Background: an optimization exercise with open tools, aiming at small area, a short achievable clock period and few clock cycles. Do not read the settings as production practice.
The RTL was checked by simulation tests, not by an equivalence proof against the original design.
Power is estimated from default activity; no workload was simulated.

**flow/flow/run.sh**
```bash
#!/bin/bash
set -euo pipefail
bash standard.sh "BUFFER_PORTS_ARGS=-buffer_cell sky130_fd_sc_hd__buf_4" \
  "IO_CONSTRAINTS=$PWD/flow/io.tcl" finish > flow_make.log 2>&1
```
**flow/flow/io.tcl**
```tcl
# Keep the pins of the paths with the shortest budget next to each other on
# the die edge: busAddr[31:8] -> busErr, and busReq/busWe -> busReady.
set_io_pin_constraint -group -order -pin_names {busAddr[8] busAddr[9] busAddr[10] busAddr[11] busAddr[12] busAddr[13] busAddr[14] busAddr[15] busAddr[16] busAddr[17] busAddr[18] busAddr[19] busErr busReady busReq busWe busAddr[20] busAddr[21] busAddr[22] busAddr[23] busAddr[24] busAddr[25] busAddr[26] busAddr[27] busAddr[28] busAddr[29] busAddr[30] busAddr[31]}
```
**flow/standard.sh**
```bash
#!/bin/bash
# synth_recipe.tcl (not shown) runs the flow's synth.tcl, then flattens the netlist and writes it again
# the make line also repeats each setting of config.mk as NAME=value (left out here)
make -C /OpenROAD-flow-scripts/flow DESIGN_CONFIG=/design/flow/config.mk WORK_HOME=/design/flow/orfs CLKGATE_MAP_FILE= SYNTH_SCRIPT=/design/flow/synth_recipe.tcl "${@:-finish}"
```
**flow/config.mk**
```make
export PLATFORM = sky130hd
export DESIGN_NAME = bus_ram_responder
export DESIGN_NICKNAME = bus_ram_responder
export VERILOG_FILES = /design/flow/design.v
export SDC_FILE = /design/flow/constraint.sdc
export NUM_CORES = 4
export LEC_CHECK = 0
export CAP_MARGIN = 20
export CORE_MARGIN = 2
export CORE_UTILIZATION = 60
export CTS_CLUSTER_DIAMETER = 100
export CTS_CLUSTER_SIZE = 25
export PLACE_DENSITY = 0.7
export SETUP_SLACK_MARGIN = 4.4
export SLEW_MARGIN = 45
export SYNTH_HIERARCHICAL = 1
export SYNTH_MINIMUM_KEEP_SIZE = 0
```
**flow/constraint.sdc**
```tcl
create_clock -name core_clock -period 8.0 [get_ports {clk}]
set_input_delay 1.6000 -clock core_clock [delete_from_list [all_inputs] [get_ports {clk}]]
set_output_delay 1.6000 -clock core_clock [all_outputs]
set_load 0.01 [all_outputs]
```
**flow/design.v**
```verilog
module brr_aoi22 (input logic a, b, c, d, output logic y);
  assign y = !((a & b) | (c & d));
endmodule
module brr_nand2 (input logic a, b, output logic y);
  assign y = !(a & b);
endmodule
module brr_nand3 (input logic a, b, c, output logic y);
  assign y = !(a & b & c);
endmodule
module brr_nor2 (input logic a, b, output logic y);
  assign y = !(a | b);
endmodule
module brr_nor2b (input logic a, b, output logic y);
  assign y = !a & b;
endmodule
module brr_nor4 (input logic a, b, c, d, output logic y);
  assign y = !(a | b | c | d);
endmodule
module brr_err (
  input  logic [23:0] a,
  output logic        err
);
  logic [11:0] ok2;    
  logic [3:0]  bad6;   
  logic [1:0]  ok12;
  genvar i;
  generate
    for (i = 0; i < 12; i++) begin : g_ok2
      if (i == 10) begin : g_one
        brr_nor2b u (.a(a[2*i+1]), .b(a[2*i]), .y(ok2[i]));
      end else begin : g_zero
        brr_nor2 u (.a(a[2*i+1]), .b(a[2*i]), .y(ok2[i]));
      end
    end
    for (i = 0; i < 4; i++) begin : g_bad6
      brr_nand3 u (.a(ok2[3*i]), .b(ok2[3*i+1]), .c(ok2[3*i+2]), .y(bad6[i]));
    end
    for (i = 0; i < 2; i++) begin : g_ok12
      brr_nor2 u (.a(bad6[2*i]), .b(bad6[2*i+1]), .y(ok12[i]));
    end
  endgenerate
  brr_nand2 u_err (.a(ok12[0]), .b(ok12[1]), .y(err));
endmodule
module brr_or8w (
  input  logic [7:0] wl,
  input  logic [7:0] d,
  output logic       y
);
  assign y = |(wl & d);
endmodule
module brr_rdbit (
  input  logic [63:0] wl,
  input  logic [63:0] d,
  output logic        y
);
  logic [7:0] q;   
  logic [1:0] r;   
  genvar i;
  generate
    for (i = 0; i < 8; i++) begin : g_q
      brr_or8w u (.wl(wl[8*i +: 8]), .d(d[8*i +: 8]), .y(q[i]));
    end
    for (i = 0; i < 2; i++) begin : g_r
      brr_nor4 u (.a(q[4*i]), .b(q[4*i+1]), .c(q[4*i+2]), .d(q[4*i+3]), .y(r[i]));
    end
  endgenerate
  brr_nand2 u_y (.a(r[0]), .b(r[1]), .y(y));
endmodule
module bus_ram_responder #(
  parameter int          DEPTH       = 64,
  parameter logic [31:0] BASE_ADDR   = 32'h1000_0000,
  parameter int          WAIT_CYCLES = 0
) (
  input  logic        clk,
  input  logic        reset,
  input  logic        busReq,
  input  logic        busWe,
  input  logic [31:0] busAddr,
  input  logic [2:0]  busFunct3,
  input  logic [31:0] busWData,
  output logic [31:0] busRData,
  output logic        busReady,
  output logic        busErr
);
  localparam logic [31:0] SPAN = 32'(DEPTH * 4);
  logic [31:0] off;
  logic        in_range;
  logic [5:0]  idx;
  logic [1:0]  lo;
  logic [1:0]  size;
  logic [3:0]  be;
  logic [31:0] wr_data;
  logic        wr_en;
  logic [7:0]  hi_n;           
  logic [7:0]  lo_n [4];       
  logic [3:0]  wen [64];
  logic [31:0] mem [64];
  logic [31:0] rd_word;
  logic [31:0] load_data;
  logic [31:0] rd_q;
  logic        pend;
  assign off      = busAddr - BASE_ADDR;
  assign in_range = (off < SPAN);
  assign idx      = off[7:2];
  assign lo       = off[1:0];
  assign size     = busFunct3[1:0];
  always_comb begin
    case (size)
      2'b00: begin
        be      = 4'b0001 << lo;
        wr_data = {4{busWData[7:0]}};
      end
      2'b01: begin
        be      = lo[1] ? 4'b1100 : 4'b0011;
        wr_data = {2{busWData[15:0]}};
      end
      default: begin
        be      = 4'b1111;
        wr_data = busWData;
      end
    endcase
  end
  assign wr_en = busReq && busWe && in_range;
  always_comb begin
    for (int k = 0; k < 8; k++) begin
      hi_n[k] = !(wr_en && (idx[5:3] == 3'(k)));
      for (int g = 0; g < 4; g++) begin
        lo_n[g][k] = !((idx[2:0] == 3'(k)) && be[g]);
      end
    end
  end
  genvar gw, gg;
  generate
    for (gw = 0; gw < 64; gw++) begin : g_w
      for (gg = 0; gg < 4; gg++) begin : g_g
        brr_nor2 u_wen (.a(hi_n[gw / 8]), .b(lo_n[gg][gw % 8]), .y(wen[gw][gg]));
      end
    end
  endgenerate
  always_ff @(posedge clk) begin
    for (int i = 0; i < 64; i++) begin
      for (int g = 0; g < 4; g++) begin
        if (wen[i][g]) begin
          mem[i][8*g +: 8] <= wr_data[8*g +: 8];
        end
      end
    end
  end
  logic [7:0]  rhi_n;
  logic [7:0]  rlo_n;
  logic [63:0] wl;
  always_comb begin
    for (int k = 0; k < 8; k++) begin
      rhi_n[k] = !(idx[5:3] == 3'(k));
      rlo_n[k] = !(idx[2:0] == 3'(k));
    end
  end
  genvar gb;
  generate
    for (gw = 0; gw < 64; gw++) begin : g_wl
      brr_nor2 u (.a(rhi_n[gw / 8]), .b(rlo_n[gw % 8]), .y(wl[gw]));
    end
    for (gb = 0; gb < 32; gb++) begin : g_rd
      logic [63:0] col;
      for (gw = 0; gw < 64; gw++) begin : g_col
        assign col[gw] = mem[gw][gb];
      end
      brr_rdbit u_rd (.wl(wl), .d(col), .y(rd_word[gb]));
    end
  endgenerate
  logic is_b, is_h, is_w, sgn;
  logic [3:0] sel_d, sel_q;     
  logic [1:0] selh_d, selh_q;   
  logic       selw_d, selw_q;   
  logic [3:0] sgn_d, sgn_q;     
  logic [1:0] sgb_d, sgb_q;     
  assign is_b = (size == 2'b00);
  assign is_h = (size == 2'b01);
  assign is_w = size[1];
  assign sgn  = !busFunct3[2];
  assign sel_d[0]  = in_range && (is_w || (is_h && !lo[1]) || (is_b && (lo == 2'd0)));
  assign sel_d[1]  = in_range && is_b && (lo == 2'd1);
  assign sel_d[2]  = in_range && ((is_h && lo[1]) || (is_b && (lo == 2'd2)));
  assign sel_d[3]  = in_range && is_b && (lo == 2'd3);
  assign selh_d[0] = in_range && (is_w || (is_h && !lo[1]));
  assign selh_d[1] = in_range && is_h && lo[1];
  assign selw_d    = in_range && is_w;
  assign sgn_d[0]  = in_range && sgn && is_b && (lo == 2'd0);
  assign sgn_d[1]  = in_range && sgn && ((is_b && (lo == 2'd1)) || (is_h && !lo[1]));
  assign sgn_d[2]  = in_range && sgn && is_b && (lo == 2'd2);
  assign sgn_d[3]  = in_range && sgn && ((is_b && (lo == 2'd3)) || (is_h && lo[1]));
  assign sgb_d[0]  = in_range && sgn && is_b && (lo == 2'd1);
  assign sgb_d[1]  = in_range && sgn && is_b && (lo == 2'd3);
  always_ff @(posedge clk) begin
    rd_q   <= rd_word;
    sel_q  <= sel_d;
    selh_q <= selh_d;
    selw_q <= selw_d;
    sgn_q  <= sgn_d;
    sgb_q  <= sgb_d;
  end
  logic [2:0] sp, sq;
  genvar gs, gj;
  generate
    brr_aoi22 u_p0 (.a(sgn_q[0]), .b(rd_q[7]),  .c(sgb_q[0]), .d(rd_q[15]), .y(sp[0]));
    brr_aoi22 u_q0 (.a(sgn_q[2]), .b(rd_q[23]), .c(sgb_q[1]), .d(rd_q[31]), .y(sq[0]));
    for (gs = 1; gs < 3; gs++) begin : g_sign
      brr_aoi22 u_p (.a(sgn_q[0]), .b(rd_q[7]),  .c(sgn_q[1]), .d(rd_q[15]), .y(sp[gs]));
      brr_aoi22 u_q (.a(sgn_q[2]), .b(rd_q[23]), .c(sgn_q[3]), .d(rd_q[31]), .y(sq[gs]));
    end
    for (gj = 0; gj < 8; gj++) begin : g_b0
      logic x, z;
      brr_aoi22 u_x (.a(sel_q[0]), .b(rd_q[gj]),      .c(sel_q[1]), .d(rd_q[gj + 8]),  .y(x));
      brr_aoi22 u_z (.a(sel_q[2]), .b(rd_q[gj + 16]), .c(sel_q[3]), .d(rd_q[gj + 24]), .y(z));
      brr_nand2 u_o (.a(x), .b(z), .y(load_data[gj]));
    end
    for (gj = 8; gj < 16; gj++) begin : g_b1
      logic x;
      brr_aoi22 u_x (.a(selh_q[0]), .b(rd_q[gj]), .c(selh_q[1]), .d(rd_q[gj + 16]), .y(x));
      brr_nand3 u_o (.a(x), .b(sp[0]), .c(sq[0]), .y(load_data[gj]));
    end
    for (gj = 16; gj < 32; gj++) begin : g_b23
      logic x;
      brr_nand2 u_x (.a(selw_q), .b(rd_q[gj]), .y(x));
      brr_nand3 u_o (.a(x), .b(sp[gj / 8 - 1]), .c(sq[gj / 8 - 1]), .y(load_data[gj]));
    end
  endgenerate
  always_ff @(posedge clk or negedge reset) begin
    if (!reset) begin
      pend <= 1'b0;
    end else begin
      pend <= busReq && !busWe && !pend;
    end
  end
  brr_err u_err (.a(busAddr[31:8]), .err(busErr));
  assign busReady = busReq && reset && (busWe || pend);
  assign busRData = load_data;
endmodule
```
==> results.txt, run 1 <==
max incr delay on CP: 120 ps
GP Congestion: 1.02
cts hold-fix bufs: 0
CP cell instances: buf_8, nor2b_4, nand3_2, nor2_2, nand2_1, buf_6
# setup viols final: 0
Critical Path End Type: output port
vias in the first global route: 41.2k
power per cell area: 217 mW/mm^2
crit path from: busAddr[29]
CTS tree: done
die area: 0.129 sq mm
Post-DRT Antenna Nets: 0
worst-margin pin slew: 1050 ps
layout overhead on the synthesized area: 12.7%
Yosys cell types: 33
Area contributors post-synth: edfxtp_1, a22oi_1, nand4_1
total track usage: 33.2%
Chip Height: 359 um
Final period util: 47.4%
most frequent cells in the layout: edfxtp_1, a22oi_1, nand4_1, nor2_2, buf_4
Max Cap Viol: 0
I/O pin cnt: 105
DR WL/cell: 35.2 um
Yosys reg bits: 2094
# port buffers: 104
Clock Tree Buf Depth: 3
DRC Markers: 0
vias per inst: 7.14
crit path max fanout: 2
mapped cell area: 0.0755 sq mm
sequential fraction of the synthesis area: 82.7%
fin crit period: 3790 ps
Reg clk slew, reported paths: 90 ps
Avg Synthesized Cell Area: 18.6 sq um
Cells after Synth: 4047
CP bufs+invs: 2
Layout fillers: 8042
drt initial violations: 8011
max_slew headroom: 29.8%
setup_tns: 0 ps
core area: 0.125 sq mm
hold depth: 1
grt ovf: 0
flip-flop and latch area: 0.0624 sq mm
Final Util: 67.9%
vias: 43.8k
HP Class: reg2reg
family with the most delay on the worst path: simple AND/OR/NAND/NOR gates
Setup CP Type: in2out
final hold violations: 0
Min-Delay Endpoint: pend
largest net degree at the start of global routing: 66
Worst-Skew Late Latency: 730 ps
Mapped Nets: 4118
root buffer cell: clkbuf_16
global-route wire length before repair: 300000 um
worst reg2reg startpoint: mem[26][27]
area occupied by multi-input gates: 0.0149 sq mm
CTS Buf Count: 94
die width: 359 um
DP Worst Slack: 3320 ps
cell count of the worst reg-to-reg path: 4
commonest non-fill, non-tap cell in the layout: edfxtp_1
overall routed net length: 216000 um
f_max: 264 MHz
worst setup margin: 4210 ps
Initial Util: 60.3%
std cell rows: 130
diodes inserted: 0
H-tree depth: 3
Hold Startpoint: pend
RSZ-0062 raised after global routing: true
First-pass DRT Iterations: 7
top cell type's share of synthesized area: 81.5%
Hold WS: 449 ps
CP Launch Type: input port
Final Skew: 26.7 ps
LEAKAGE: 24.8 nW
Yosys top cell by area: edfxtp_1
max-slew violation count: 0
Crit-path slowest cell: nor2_2
HPWL Detailed: 143000 um
layout net count: 4469
Reg2Reg Setup Slack: 6110 ps
end of the worst register-to-register path: rd_q[27]
Worst EP required: 6400 ps
Sink Count: 2094
layout cell share with drive strength beyond 1: 19.9%
Ys Warns: 12
Arrival @ worst endpoint: 2190 ps
peak supply drop: 0.166 mV
initial antenna violation count: 6
outcome: no timing/DRC/antenna violations
==> where the power goes <==
part           internal, W  leakage [nW]  switching [W]  total, W
Sequential          0.0121          18.6      0.0000701    0.0122
Combinational     0.000171          4.91       0.000608  0.000778
Clock              0.00228          1.30        0.00320   0.00549
==> metrics by stage <==
stage / std cells / instance area, sq um / total power (W)
2_1_floorplan: 4047 / 76100 / 0.0127
3_3_place_gp: 5861 / 79700 / 0.0131
3_5_place_dp: 5925 / 81000 / 0.0132
4_1_cts: 6108 / 84200 / 0.0184
5_1_grt: 6126 / 85100 / 0.0189
6_report: 6126 / 85100 / 0.0185
==> flip-flops by register name (all words and copies together) (netlist names) <==
register	flops
mem	2048
pend	1
rd_q	32
sel_q	4
selh_q	2
selw_q	1
sgb_q	2
sgn_q	4
==> Yosys cell counts <==
library cell	number
edfxtp_1	2048
a22oi_1	1024
nor2_1	340
nand4_1	257
nand2_1	105
nor4_2	66
dfxtp_1	45
a22oi_2	30
nand3_1	29
mux2_2	16
inv_1	11
nor4_1	11
mux2i_1	8
o21ai_0	8
or4_1	8
buf_2	5
clkbuf_1	5
nor3_1	5
nor3b_1	5
nand3b_1	4
o21ai_1	4
or3_1	2
a21oi_1	1
and3_1	1
and3b_1	1
dfrtp_1	1
nand2b_1	1
nor2b_1	1
nor2b_4	1
nor4b_2	1
o211a_1	1
or3b_1	1
or4_4	1
==> worst reg2reg max path, cell delays in order, from the launching register on <==
cell,delay [ps]
edfxtp_1,380
a22oi_1,320
nand4_1,240
nor4_2,710
nand2_1,110
==> layer usage <==
layer / global-route usage [%] / share of wire (%) / vias up
li1: - / - / 18000
met2: 50.1 / 46 / 3298
met1: 47.6 / 36 / 22000
met3: 7.20 / 13 / 444
met4: 13.9 / 4.7 / 6
met5: 0 / 0.016 / -
==> layout make-up <==
class,instances,share of cell area (%)
well taps,1650,2.43
flip-flops and latches,2094,73.4
multi-input cells,1933,17.5
inverters,11,0.0838
clock inverters,7,0.110
repair buffers,264,3.39
clock buffers,167,3.11
==> modules after synthesis (local to each module, per instance), excerpt <==
module / copies in the design / flops+latches / cells inside
bus_ram_responder: 1 / 2094 / 2254
brr_or8w: 256 / 0 / 5
brr_nor2b: 1 / 0 / 1
brr_aoi22: 30 / 0 / 1
brr_nor4: 64 / 0 / 1
brr_nand3: 28 / 0 / 1
brr_nand2: 57 / 0 / 1
brr_nor2: 333 / 0 / 1
==> repair_timing <==
action,in CTS,in global routing
cloned,0,1
setup endpoints to repair,1170,1178
setup buffers,9,16
pin swaps,17,21
gates resized for setup,103,145
==> kinds of logic (layout without fill, tap and decap cells) <==
group                  Yosys count  after routing  share of synthesized area, %
DFF                           2094           2094                          82.7
buffers and inverters           21            449                         0.113
muxes                           24             24                         0.345
and+or+nand+nor                840            841                          6.04
AOI/OAI and AO/OA             1068           1068                          10.8
==> worst max path at each step <==
| stage | to | slack, ps | cells after the start |
|---|---|---|---|
| 2_1_floorplan | mem[0][24] | 3860 | 3 |
| 6_report | busErr | 4210 | 6 |
| 3_3_place_gp | rd_q[28] | 3260 | 10 |
| 5_1_grt | busErr | 4180 | 6 |
| 3_5_place_dp | mem[60][30] | 3320 | 5 |
| 4_1_cts | mem[62][9] | 4120 | 5 |
Testbench counts, summed over its fixed seeds: cycles 48,063.
==> inputs of run 2 (changes only) <==
--- a/flow/config.mk
+++ b/flow/config.mk
@@ -11,7 +11,7 @@
 export CTS_CLUSTER_DIAMETER = 100
 export CTS_CLUSTER_SIZE = 25
 export PLACE_DENSITY = 0.7
-export SETUP_SLACK_MARGIN = 4.4
+export SETUP_SLACK_MARGIN = 4.5
 export SLEW_MARGIN = 45
 export SYNTH_HIERARCHICAL = 1
 export SYNTH_MINIMUM_KEEP_SIZE = 0
==> run 2 against run 1 <==
  * Synthesized cell count unchanged
  * Sequential power about the same
  * Utilization rose by 1.6 points
  * Critical path depth stayed put
  * Power rose by 0.16%
  * Clock skew fell by 9.1 ps
  * Cell area up 2.4%
  * Final cell count rose by 0.83%
  * Non-clock buffer count grew 56
  * First-iteration DRC count rose by 18%
  * Largest cell class unchanged
==> results.txt, run 2 <==
grt ovf: 0 (unchanged)
mapped cell area: 0.0755 sq mm (unchanged)
final hold violations: 0 (unchanged)
RSZ-0062 raised after global routing: true
# port buffers: 104 (unchanged)
Largest Register: mem
core area: 0.125 sq mm (unchanged)
Pint: 0.0146 W (about the same)
Arrival @ worst endpoint: 2190 ps (about the same)
# setup viols final: 0 (unchanged)
die width: 359 um (unchanged)
Max Cap Viol: 0 (unchanged)
Main synth FF type: edfxtp_1
Yosys cell types: 33 (unchanged)
fin crit period: 3790 ps (-5.47 ps)
Area contributors post-synth: edfxtp_1, a22oi_1, nand4_1
initial antenna violation count: 11 (+5)
Yosys reg bits: 2094 (unchanged)
root buffer cell: clkbuf_16
CP Launch Type: input port
Worst EP required: 6400 ps (about the same)
Mapped Nets: 4118 (unchanged)
top post-synthesis cells by count: edfxtp_1, a22oi_1, nor2_1
cts hold-fix bufs: 0 (unchanged)
die area: 0.129 sq mm (unchanged)
layout overhead on the synthesized area: 15.4%
vias in the first global route: 42.2k (+2.4%)
dpl cells: 5980 (+0.93%)
Sink Count: 2094 (unchanged)
area occupied by multi-input gates: 0.0157 sq mm (+5.1%)
total track usage: 35.9% (+2.7 points)
Ys Warns: 12 (unchanged)
Layout fillers: 7653 (-4.8%)
clock power share: 29.5% (-0.2 points)
commonest non-fill, non-tap cell in the layout: edfxtp_1
NetSw: 0.00392 W (+0.85%)
sequential fraction of the synthesis area: 82.7% (unchanged)
Cell Count, Final, Fillers Out: 6177 (+0.83%)
First-pass DRT Iterations: 9 (+2)
drt initial violations: 9417 (+18%)
Setup CP Type: in2out
worst-margin pin slew: 908 ps (-144 ps)
vias: 45.1k (+3.1%)
Post-DRT Antenna Nets: 0 (unchanged)
crit path max fanout: 2 (unchanged)
Final period util: 47.4% (-0.068 points)
std cell rows: 130 (unchanged)
ys async rst share: 0.0478% (unchanged)
Critical Path End Type: output port
max FFs per register: 2048 (unchanged)
Regs by FF count: mem: 2048 flops, rd_q: 32 flops
Yosys top cell by area: edfxtp_1
GP Congestion: 0.920 (-9.4%)
top cell type's share of synthesized area: 81.5% (unchanged)
Chip Height: 359 um (unchanged)
DR WL/cell: 37.6 um (+6.7%)
Sw Ratio: 21.2% (+0.14 points)
power per cell area: 212 mW/mm^2 (-2.1%)
Final Skew: 17.6 ps (-9.07 ps)
I/O pin cnt: 105 (unchanged)
LEAKAGE: 25.5 nW (+2.6%)
f_max: 264 MHz (+0.14%)
Avg Synthesized Cell Area: 18.6 sq um (unchanged)
outcome: no timing/DRC/antenna violations
Reg clk slew, reported paths: 90 ps (about the same)
sequential cell fraction of total power: 66.1% (about the same)
vias per inst: 7.30 (+2.2%)
layout net count: 4523 (+1.2%)
most frequent cells in the layout: edfxtp_1, a22oi_1, nand4_1, nor2_4, buf_4
HPWL Detailed: 153000 um (+7.1%)
layout cell share with drive strength beyond 1: 21.0% (+1.1 points)
CTS Buf Count: 93 (-1.1%)
max-slew violation count: 0 (unchanged)
flip-flop and latch area: 0.0625 sq mm (about the same)
overall routed net length: 232000 um (+7.6%)
largest net degree at the start of global routing: 65 (-1.5%)
Gate power share: 4.4% (+0.2 points)
HP Class: reg2reg
Cells after Synth: 4047 (unchanged)
Final Util: 69.5% (+1.6 points)
H-tree depth: 3 (unchanged)
Worst-Skew Late Latency: 730 ps (about the same)
setup_tns: 0 ps (unchanged)
global-route wire length before repair: 320000 um (+6.6%)
CTS tree: done
Clock Tree Buf Depth: 3 (unchanged)
max_slew headroom: 39.2% (+9.4 points)
DRC Markers: 0 (unchanged)
peak supply drop: 0.179 mV (+7.8%)
count leader, synth: edfxtp_1
Initial Util: 60.3% (unchanged)
EDFF count, synth: 2048 (unchanged)
==> run 2: routing by layer <==
layer  up-vias  routed length (um)  global-route usage [%]
met5         -                 103                  0.0741
li1      18100                   -                       -
met4        14               10600                    14.0
met3       574               37700                    12.0
met1     22500               82000                    51.7
met2      3896              102000                    51.3
==> run 2: timing repair <==
item,CTS,global route
resized for setup,109,84
endpoints found under the setup margin,690,682
pin swaps,30,28
gates cloned,0,0
setup buffers,12,14
==> run 2: Yosys stat by module (local to each module, per instance), excerpt <==
module / area, sq um / copies in the design
brr_nand2: 3.75 / 57
brr_nor2b: 13.8 / 1
bus_ram_responder: 63400 / 1
brr_nor4: 12.5 / 64
brr_nand3: 5.00 / 28
brr_aoi22: 12.5 / 30
brr_nor2: 3.75 / 333
brr_or8w: 36.3 / 256
==> run 2: cell type report <==
type	count	share of cell area, %
Clock inverter	2	0.0201
Sequential cell	2094	71.7
Clock buffer	167	3.04
Antenna cell	1	0.00287
Tap cell	1650	2.37
Multi-Input combinational cell	1932	18.0
Timing Repair Buffer	320	4.82
Inverter	11	0.0690
==> run 2: final timing paths <==
kind                              from  endpoint  slack, ps  cells past startpoint
min in group asynchronous        reset      pend        660                      1
setup reg to reg            mem[37][0]   rd_q[0]       6310                      4
max in group asynchronous        reset      pend       7220                      1
setup / recovery           busAddr[12]    busErr       4210                      6
hold / removal                    pend      pend        450                      1
hold reg to reg                   pend      pend        450                      1
==> run 2: per-stage QoR <==
step           area, sq um  setup slack [ps]  hold WS [ps]  total power (W)
2_1_floorplan        77000              3860           407           0.0127
3_3_place_gp         80600              3180           420           0.0132
3_5_place_dp         83300              3350           435           0.0132
4_1_cts              86500              4230           449           0.0184
5_1_grt              87100              4160           455           0.0189
6_report             87100              4210           449           0.0185
==> run 2: kinds of logic (layout without fill, tap and decap cells) <==
family	Yosys count	after routing	share of synthesized area, %
flip-flops	2094	2094	82.7
AO/OA/AOI/OAI	1068	1068	10.8
multiplexers	24	24	0.345
AND/OR/NAND/NOR	840	840	6.04
other	0	1	0
buffers and inverters	21	500	0.113
==> run 2: power groups by stage <==
stage	clock network [W]	registers (W)	logic, W
after floorplan	0	0.0124	0.000295
after global placement	0	0.0125	0.000718
after detailed placement	0	0.0125	0.000772
after CTS	0.00546	0.0122	0.000778
after global routing	0.00583	0.0122	0.000826
final	0.00546	0.0122	0.000814
==> run 2: critical path: stages <==
cell,delay (ps)
buf_4,130
nor2_4,80
nand3_2,70
nor2_2,110
nand2_1,70
buf_6,120

-- afterwards: timing with drivers on the ports --
In the flow no input, the clock included, has a driving cell. The finished layouts below were timed again as built, in two steps.
Step 1 (the two cells are an assumption about what drives the block):
set clk [get_ports {clk}]
set_driving_cell -lib_cell sky130_fd_sc_hd__clkbuf_16 $clk
set_driving_cell -lib_cell sky130_fd_sc_hd__buf_2 [delete_from_list [all_inputs] $clk]
Step 2 moves the port delays by t, midway between the first and last clock arrival at a register: inputs arrive t later, outputs are due t later. That takes back most of the time a late clock gives input paths.
a / b / c = no drivers / after step 1 / after step 2; a / b = the first two.
| run | t (ns) | setup WS [ns] | hold WS [ns] | worst register clock-pin slew, ns | pins driven straight from the clock port |
|---|---|---|---|---|---|
| run 1 | 0.795 | 4.205 / 4.161 / 3.568 | 0.449 / 0.449 / 0.449 | 0.10 / 0.10 | 1 |
| run 2 | 0.795 | 4.211 / 4.174 / 3.622 | 0.449 / 0.449 / 0.449 | 0.11 / 0.11 | 1 |
After both steps every run listed still meets setup and hold. For run 1, which loses most, drivers alone change the setup slack by -0.044 ns; drivers and shift together by -0.637 ns.
